Context: an optimization exercise on an open-source flow, tuned for a short achievable clock period and few clock cycles. The choices shown serve that exercise and are no tape-out recipe.
For this run, only the layout was checked, not whether the RTL still works.
Power is estimated from default activity; no workload was simulated.

**flow/run.sh**
```bash
#!/bin/bash
# synth_recipe.tcl (not shown) runs the flow's synth.tcl, then flattens the netlist and writes it again
# the make line also repeats each setting of config.mk as NAME=value (left out here)
make -C /OpenROAD-flow-scripts/flow DESIGN_CONFIG=/design/flow/config.mk WORK_HOME=/design/flow/orfs CLKGATE_MAP_FILE= SYNTH_SCRIPT=/design/flow/synth_recipe.tcl finish
```
**flow/constraint.sdc**
```tcl
create_clock -name core_clock -period 6.0 [get_ports {clk}]
set_input_delay 1.2000 -clock core_clock [delete_from_list [all_inputs] [get_ports {clk}]]
set_output_delay 1.2000 -clock core_clock [all_outputs]
set_load 0.01 [all_outputs]
```
**flow/design.v**
```verilog
`timescale 1ns/1ps
`default_nettype none
module dup_compare (
    input  wire [((6 * 9) + 2)-1:0]  primary,     
    input  wire [((6 * 9) + 2)-1:0]  secondary,
    output logic                is_dup
);
    localparam int SHARE_W = $clog2(6 + 1);
    logic [SHARE_W-1:0] shared;      
    logic               same_seed;
    logic [9-1:0] p_id;
    logic [9-1:0] s_id;
    always_comb begin
        shared = '0;
        for (int l = 0; l < 6; l++) begin
            p_id = primary[2 + l*9 +: 9];
            s_id = secondary[2 + l*9 +: 9];
            if (p_id != '0 && p_id == s_id) begin
                shared = shared + 1'b1;
            end
        end
    end
    assign same_seed = (primary[2-1:0] == secondary[2-1:0]);
    assign is_dup = (shared >= SHARE_W'(3)) && !same_seed;
endmodule
`default_nettype wire
`timescale 1ns/1ps
`default_nettype none
module track_loader (
    input  wire                                 clk,
    input  wire                                 rst_pipe,
    input  wire                                 start,
    input  wire                                 busy,
    input  wire [3*(3 + 4 * (6 * 9))-1:0]        seed_in,
    output logic [(3 * 4)*((6 * 9) + 2)-1:0]       track_table,
    output logic [(3 * 4)-1:0]                present,
    output logic                                loaded
);
    logic                           accept;
    logic [3*3-1:0]    count_q;     
    logic [3-1:0]            count_in;
    assign accept = start && !busy;
    always_ff @(posedge clk) begin
        if (rst_pipe) begin
            loaded  <= 1'b0;
            count_q <= '0;
        end else begin
            loaded <= accept;
            if (accept) begin
                for (int s = 0; s < 3; s++) begin
                    count_in = seed_in[s*(3 + 4 * (6 * 9)) + 4*(6 * 9) +: 3];
                    if (count_in > 3'(4)) begin
                        count_q[s*3 +: 3] <= 3'(4);    
                    end else begin
                        count_q[s*3 +: 3] <= count_in;
                    end
                end
            end
        end
    end
    always_ff @(posedge clk) begin
        if (accept) begin
            for (int s = 0; s < 3; s++) begin
                for (int k = 0; k < 4; k++) begin
                    track_table[(s*4 + k)*((6 * 9) + 2) +: ((6 * 9) + 2)] <=
                        {seed_in[s*(3 + 4 * (6 * 9)) + k*(6 * 9) +: (6 * 9)], 2'(s)};
                end
            end
        end
    end
    always_comb begin
        for (int s = 0; s < 3; s++) begin
            for (int k = 0; k < 4; k++) begin
                present[s*4 + k] = (3'(k) < count_q[s*3 +: 3]);
            end
        end
    end
endmodule
`default_nettype wire
`timescale 1ns/1ps
`default_nettype none
module removal_sequencer (
    input  wire                             clk,
    input  wire                             rst_pipe,
    input  wire                             loaded,
    input  wire [(3 * 4)*((6 * 9) + 2)-1:0]    track_table,     
    input  wire [(3 * 4)-1:0]             present,
    output logic                            busy,
    output logic [(4 + 2 + 1)-1:0]           verdict,         
    output logic                            verdict_valid,
    output logic                            done
);
    localparam logic [1:0] ST_IDLE   = 2'd0;
    localparam logic [1:0] ST_RUN    = 2'd1;
    localparam logic [1:0] ST_FINISH = 2'd2;
    logic [1:0]                 state;
    logic [4-1:0]    prim_idx;        
    logic [(3 * 4)-1:0]       dup_flags;       
    logic [((6 * 9) + 2)-1:0]        prim_entry;
    logic                       prim_kept;
    logic [(3 * 4)-1:0]       is_dup;
    logic [(3 * 4)-1:0]       later_mask;      
    logic [4:0]      first_hit;       
    logic [4:0]      next_hit;
    function automatic logic [4:0] find_first(input logic [(3 * 4)-1:0] mask);
        logic [4:0] hit;
        hit = '0;
        for (int i = (3 * 4) - 1; i >= 0; i--) begin
            if (mask[i]) begin
                hit = {1'b1, 4'(i)};
            end
        end
        find_first = hit;
    endfunction
    assign prim_entry = track_table[prim_idx*((6 * 9) + 2) +: ((6 * 9) + 2)];
    assign prim_kept  = !dup_flags[prim_idx];
    for (genvar t = 0; t < (3 * 4); t++) begin : g_cmp
        dup_compare u_cmp (
            .primary   (prim_entry),
            .secondary (track_table[t*((6 * 9) + 2) +: ((6 * 9) + 2)]),
            .is_dup    (is_dup[t])
        );
    end
    always_comb begin
        for (int i = 0; i < (3 * 4); i++) begin
            later_mask[i] = (4'(i) > prim_idx);
        end
    end
    assign first_hit = find_first(present);
    assign next_hit  = find_first(present & later_mask);     
    assign busy = loaded || (state != ST_IDLE);
    always_ff @(posedge clk) begin
        if (rst_pipe) begin
            state         <= ST_IDLE;
            prim_idx      <= '0;
            dup_flags     <= '0;
            verdict_valid <= 1'b0;
            done          <= 1'b0;
        end else begin
            verdict_valid <= 1'b0;
            done          <= 1'b0;
            case (state)
                ST_IDLE: begin
                    if (loaded) begin
                        dup_flags <= '0;
                        if (first_hit[4]) begin
                            prim_idx <= first_hit[4-1:0];
                            state    <= ST_RUN;
                        end else begin
                            state    <= ST_FINISH;   
                        end
                    end
                end
                ST_RUN: begin
                    verdict_valid <= 1'b1;
                    if (prim_kept) begin
                        dup_flags <= dup_flags | (is_dup & present & later_mask);
                    end
                    if (next_hit[4]) begin
                        prim_idx <= next_hit[4-1:0];
                    end else begin
                        state    <= ST_FINISH;
                    end
                end
                ST_FINISH: begin
                    done  <= 1'b1;
                    state <= ST_IDLE;
                end
                default: state <= ST_IDLE;
            endcase
        end
    end
    always_ff @(posedge clk) begin
        if (state == ST_RUN) begin
            verdict <= {prim_idx, prim_entry[2-1:0], prim_kept};
        end
    end
endmodule
`default_nettype wire
`timescale 1ns/1ps
`default_nettype none
module purge_duplicate (
    input  wire                         clk,
    input  wire                         rst_pipe,
    input  wire                         start,
    input  wire [656:0]                 seed_in,         
    output wire                         busy,
    output wire [6:0]                   verdict,         
    output wire                         verdict_valid,
    output wire                         done
);
    wire [(3 * 4)*((6 * 9) + 2)-1:0] track_table;
    wire [(3 * 4)-1:0]    present;
    wire                    loaded;      
    track_loader u_loader (
        .clk         (clk),
        .rst_pipe    (rst_pipe),
        .start       (start),
        .busy        (busy),
        .seed_in     (seed_in),
        .track_table (track_table),
        .present     (present),
        .loaded      (loaded)
    );
    removal_sequencer u_seq (
        .clk           (clk),
        .rst_pipe      (rst_pipe),
        .loaded        (loaded),
        .track_table   (track_table),
        .present       (present),
        .busy          (busy),
        .verdict       (verdict),
        .verdict_valid (verdict_valid),
        .done          (done)
    );
endmodule
`default_nettype wire
```
**flow/config.mk**
```make
export PLATFORM = sky130hd
export DESIGN_NAME = purge_duplicate
export DESIGN_NICKNAME = purge_duplicate
export VERILOG_FILES = /design/flow/design.v
export SDC_FILE = /design/flow/constraint.sdc
export NUM_CORES = 4
export LEC_CHECK = 0
export CAP_MARGIN = 20
export CORE_MARGIN = 2
export CORE_UTILIZATION = 40
export SLEW_MARGIN = 20
```
==> key figures <==
Status
  • Status: timing/DRC/antenna clean

Global route
  • Initial antenna violation count: 26
  • GR Util All Layers: 26.8%
  • Largest net degree at the start of global routing: 147
  • Number of global-route vias before repair: 27,200
  • Gr ovfl total: 0
  • First-pass GRT wire length: roughly 180 mm

Synth
  • Syn_area_per_cell: ~14 um^2
  • Ys Warns: 3
  • Netlist cell types: 99
  • Mapped Cells: approximately 2,700
  • Post-synthesis sequential area ratio: 54.8%
  • Area share of the largest cell type after synthesis: 53.2%
  • Post-synth top cells: edfxtp_1 (655), xnor2_1 (367), xor2_1 (270)
  • FFs w/ async S/R, synth: 0%
  • Synth Net Count: between 3,000 and 4,000
  • Most common cell in the synthesized netlist: edfxtp_1
  • EDFF count, synth: 655
  • Area leader, netlist: edfxtp_1
  • Synth area leaders: edfxtp_1 (53%), xnor2_1 (8.7%), mux4_2 (6.6%), xor2_1 (6.4%), mux2i_1 (2.7%)
  • Post-Syn Area: between 30,000 and 40,000 um^2
  • Top FF cell, synth: edfxtp_1
  • #FFs+latches synth: 685

Worst setup path
  • Critical path buffers and inverters: 2
  • Arrival time at the worst endpoint: between 6 and 7 ns
  • CP Capture Type: flip-flop
  • Worst path cell trace: buf_4 -> mux4_2 -> nand2_1 -> o21ai_1 -> xor2_1 -> nor4_1 -> nand4_1 -> nor2_1 -> buf_4 -> ha_1 -> xnor2_1 -> ha_1 -> mux2_2 -> ha_1 -> mux2_2 -> ha_1 -> nand2_1 -> xnor2_1 -> xnor2_1 -> nor2_1 -> a31oi_1
  • Startpoint Class: flip-flop
  • Worst EP required: ~6.5 ns
  • Most frequent CP cell: ha_1
  • R2R Setup Slk: 0.30 ns
  • Worst-case reg-to-reg path depth: 21
  • Reg2reg start: u_seq.prim_idx[1]$_SDFFE_PP0P_
  • Worst path slowest cell: nor4_1
  • Worst setup path startpoint: u_seq.prim_idx[1]$_SDFFE_PP0P_
  • Terminus of the critical flop-to-flop path: u_seq.dup_flags[4]$_SDFFE_PP0P_
  • WS Path Type: reg2reg
  • Max FO, Critical Path: 30
  • Worst path top cell family by delay: simple AND/OR/NAND/NOR gates
  • Max incr delay on CP: 0.64 ns

Placement
  • Port-buffer cells: 669
  • Placed instance count: 4,584
  • HPWL after DPL: 102 mm
  • Gpl congestion: 0.937

CTS
  • CTS buffer count: 77
  • H-tree levels: 3
  • CTS tree: built
  • CTS Buffer Depth: 3
  • CTS Hold Bufs: 0
  • # clock sinks: 685
  • CTS clk-pin slew, worst paths: ~0.06 ns
  • Clock root cell: clkbuf_16
  • Later-pin clock latency in the skew report: 0.68 ns

Hold path
  • Worst min path class: reg2reg
  • Worst Hold End: u_seq.dup_flags[0]$_SDFFE_PP0P_
  • WHS Path Cells: 1
  • Hold path start: u_seq.dup_flags[0]$_SDFFE_PP0P_

Die
  • Initial Util: 40.3%
  • Die footprint: 94,900 um^2
  • Rows: 111
  • Die X: roughly 310 um
  • # IOs: between 600 and 700
  • DIE HEIGHT: 308 um
  • Core area: 91,700 um^2

Power and ir drop
  • Clock network power share: 30.5%
  • Total power: 16.1 mW
  • Pwr dens: 333 nW/um^2
  • Sequential Power Share: 39.2%
  • Power Internal: between 10 and 15 mW
  • Pleak: about 16 nW
  • Sw Share: 31.7%
  • Worst ir drop on vdd: around 230 uV
  • Switching Power: roughly 5.1 mW
  • Logic pwr share: 30.3%

Drt
  • 1st-iter DRT viols: 2,291
  • Final ANT Viol Nets: 0
  • DR vias/cell: 5.48
  • DR pass1 iterations: 6
  • Post-route DRC violation count: 0
  • Final wirelength: 130 mm
  • Drt wl/cell: 27.4 um
  • Via count: around 26,000

Layout
  • Post-layout nets: 4,196
  • Share of cells above drive strength 1: 14.5%
  • Area delta synth->final: 30.4%
  • Non-filler cells, final: between 4,000 and 5,000

Timing
  • Worst-Margin Slew: around 1.1 ns
  • Slew Viols, Final: 0
  • Max-slew headroom: roughly 25%
  • Highest clock rate: 0.175 GHz
  • RSZ-0062 raised after global routing: no
  • Setup-failing EPs final: 0
  • Final hold vios: 0
  • Final period util: 95.0%
  • Period minus WS final: 5.70 ns
  • Clk_skew: 0.0285 ns

Run
  • Max Cap Viol: 0
[cell usage in the layout (no fill, tap or decap), types with 50 or more instances in the layout]
master	n
buf_4	127
inv_1	75
mux2_2	68
clkbuf_16	80
xnor2_1	367
xor2_1	270
edfxtp_1	655
a21oi_1	50
mux2i_1	98
nor2_1	97
nand4_1	69
mux4_2	108
nand3_1	86
clkdlybuf4s50_1	669
nor4_1	51
ha_1	58
nand2_1	138
[through the flow]
| step | instance area, um^2 | TNS [ns] | hold slack, ns | setup slack (ns) | util, % |
|---|---|---|---|---|---|
| after detailed placement | 45600 | 0 | 0.465 | 0.249 | 49.7 |
| after global routing | 48200 | 0 | 0.515 | 0.0461 | 52.6 |
| after floorplan | 37000 | -3671.23 | 0.425 | -5.66 | - |
| after CTS | 48200 | 0 | 0.482 | 0.239 | 52.5 |
| final | 48200 | 0 | 0.476 | 0.301 | 52.6 |
| after global placement | 45600 | 0 | 0.443 | 0.349 | 49.7 |
[worst max path at each step]
stage                                           to  slack, ns  cells after the start
5_1_grt            u_seq.dup_flags[4]$_SDFFE_PP0P_       0.05                     21
2_1_floorplan  u_loader.track_table[100]$_DFFE_PP_      -5.66                      2
3_5_place_dp       u_seq.dup_flags[4]$_SDFFE_PP0P_       0.25                     22
4_1_cts            u_seq.dup_flags[4]$_SDFFE_PP0P_       0.24                     22
6_report           u_seq.dup_flags[4]$_SDFFE_PP0P_       0.30                     21
3_3_place_gp       u_seq.dup_flags[3]$_SDFFE_PP0P_       0.35                     18
[final cells by class]
| class | instances | area (um^2) |
|---|---|---|
| fill | 7716 | 43400 |
| sequential | 685 | 20300 |
| clock buffer | 92 | 2050 |
| inverter | 77 | 293 |
| clock inverter | 47 | 549 |
| multi-input combinational | 1827 | 15600 |
| tap | 1186 | 1480 |
| antenna | 7 | 17.5 |
| timing repair buffer | 810 | 7940 |
[metal layers]
| metal | vias to the layer above | routed length (um) | track usage, % |
|---|---|---|---|
| met5 | - | 224 | 0 |
| met4 | 36 | 4760 | 10.1 |
| met3 | 246 | 9680 | 6.48 |
| met2 | 1129 | 64200 | 46.2 |
| met1 | 12800 | 50700 | 32.4 |
| li1 | 11700 | - | - |
[kinds of logic after synthesis]
family	share of synthesized area, %
DFF	54.8
buffers and inverters	3.16
muxes	11.3
AOI/OAI and AO/OA	4.94
adders and majority gates	1.96
xor gates and xnor gates	15.3
and+or+nand+nor	8.45
[timing repair]
item,4_1_cts,5_1_grt
endpoints found under the hold margin,0,0
setup buffers,0,1
endpoints found under the setup margin,0,2
gates resized for setup,0,1
[flip-flops by register name (all words and copies together) (netlist names), 2 cells and up]
name                  count
u_seq.dup_flags          12
u_seq.prim_idx            4
u_loader.track_table    648
u_seq.verdict             7
u_seq.state               2
u_loader.count_q          9
[power by group through the flow]
stage | combinational [mW] | sequential [mW] | clock, mW
6_report | 4.87 | 6.29 | 4.90
5_1_grt | 5.23 | 6.32 | 5.18
4_1_cts | 4.86 | 6.29 | 5.00
3_5_place_dp | 4.83 | 6.38 | 0
3_3_place_gp | 4.80 | 6.38 | 0
2_1_floorplan | 3.23 | 6.39 | 0

==> re-timing with driven ports <==
The results above use ideal ports. As a check the final layout listed here was re-extracted and re-timed, cells and wires unchanged.
Step 1: set_driving_cell puts a clkbuf_16 on clk and a buf_2 on each other input, an assumption about the parent block.
Step 2 moves the port delays by t, midway between the first and last clock arrival at a register: inputs arrive t later, outputs are due t later. That takes back most of the time a late clock gives input paths.
Slacks: ideal / step 1 / step 2; pairs: ideal / step 1.
t (ns): 0.728
slack for setup (ns): 0.301 / 0.301 / 0.301
worst setup path after step 2: register to register
cell pins on the clock port's net: 1
After both steps this run still meets setup and hold. For this run, drivers alone change the setup slack by 0.000 ns; drivers and shift together by 0.000 ns.
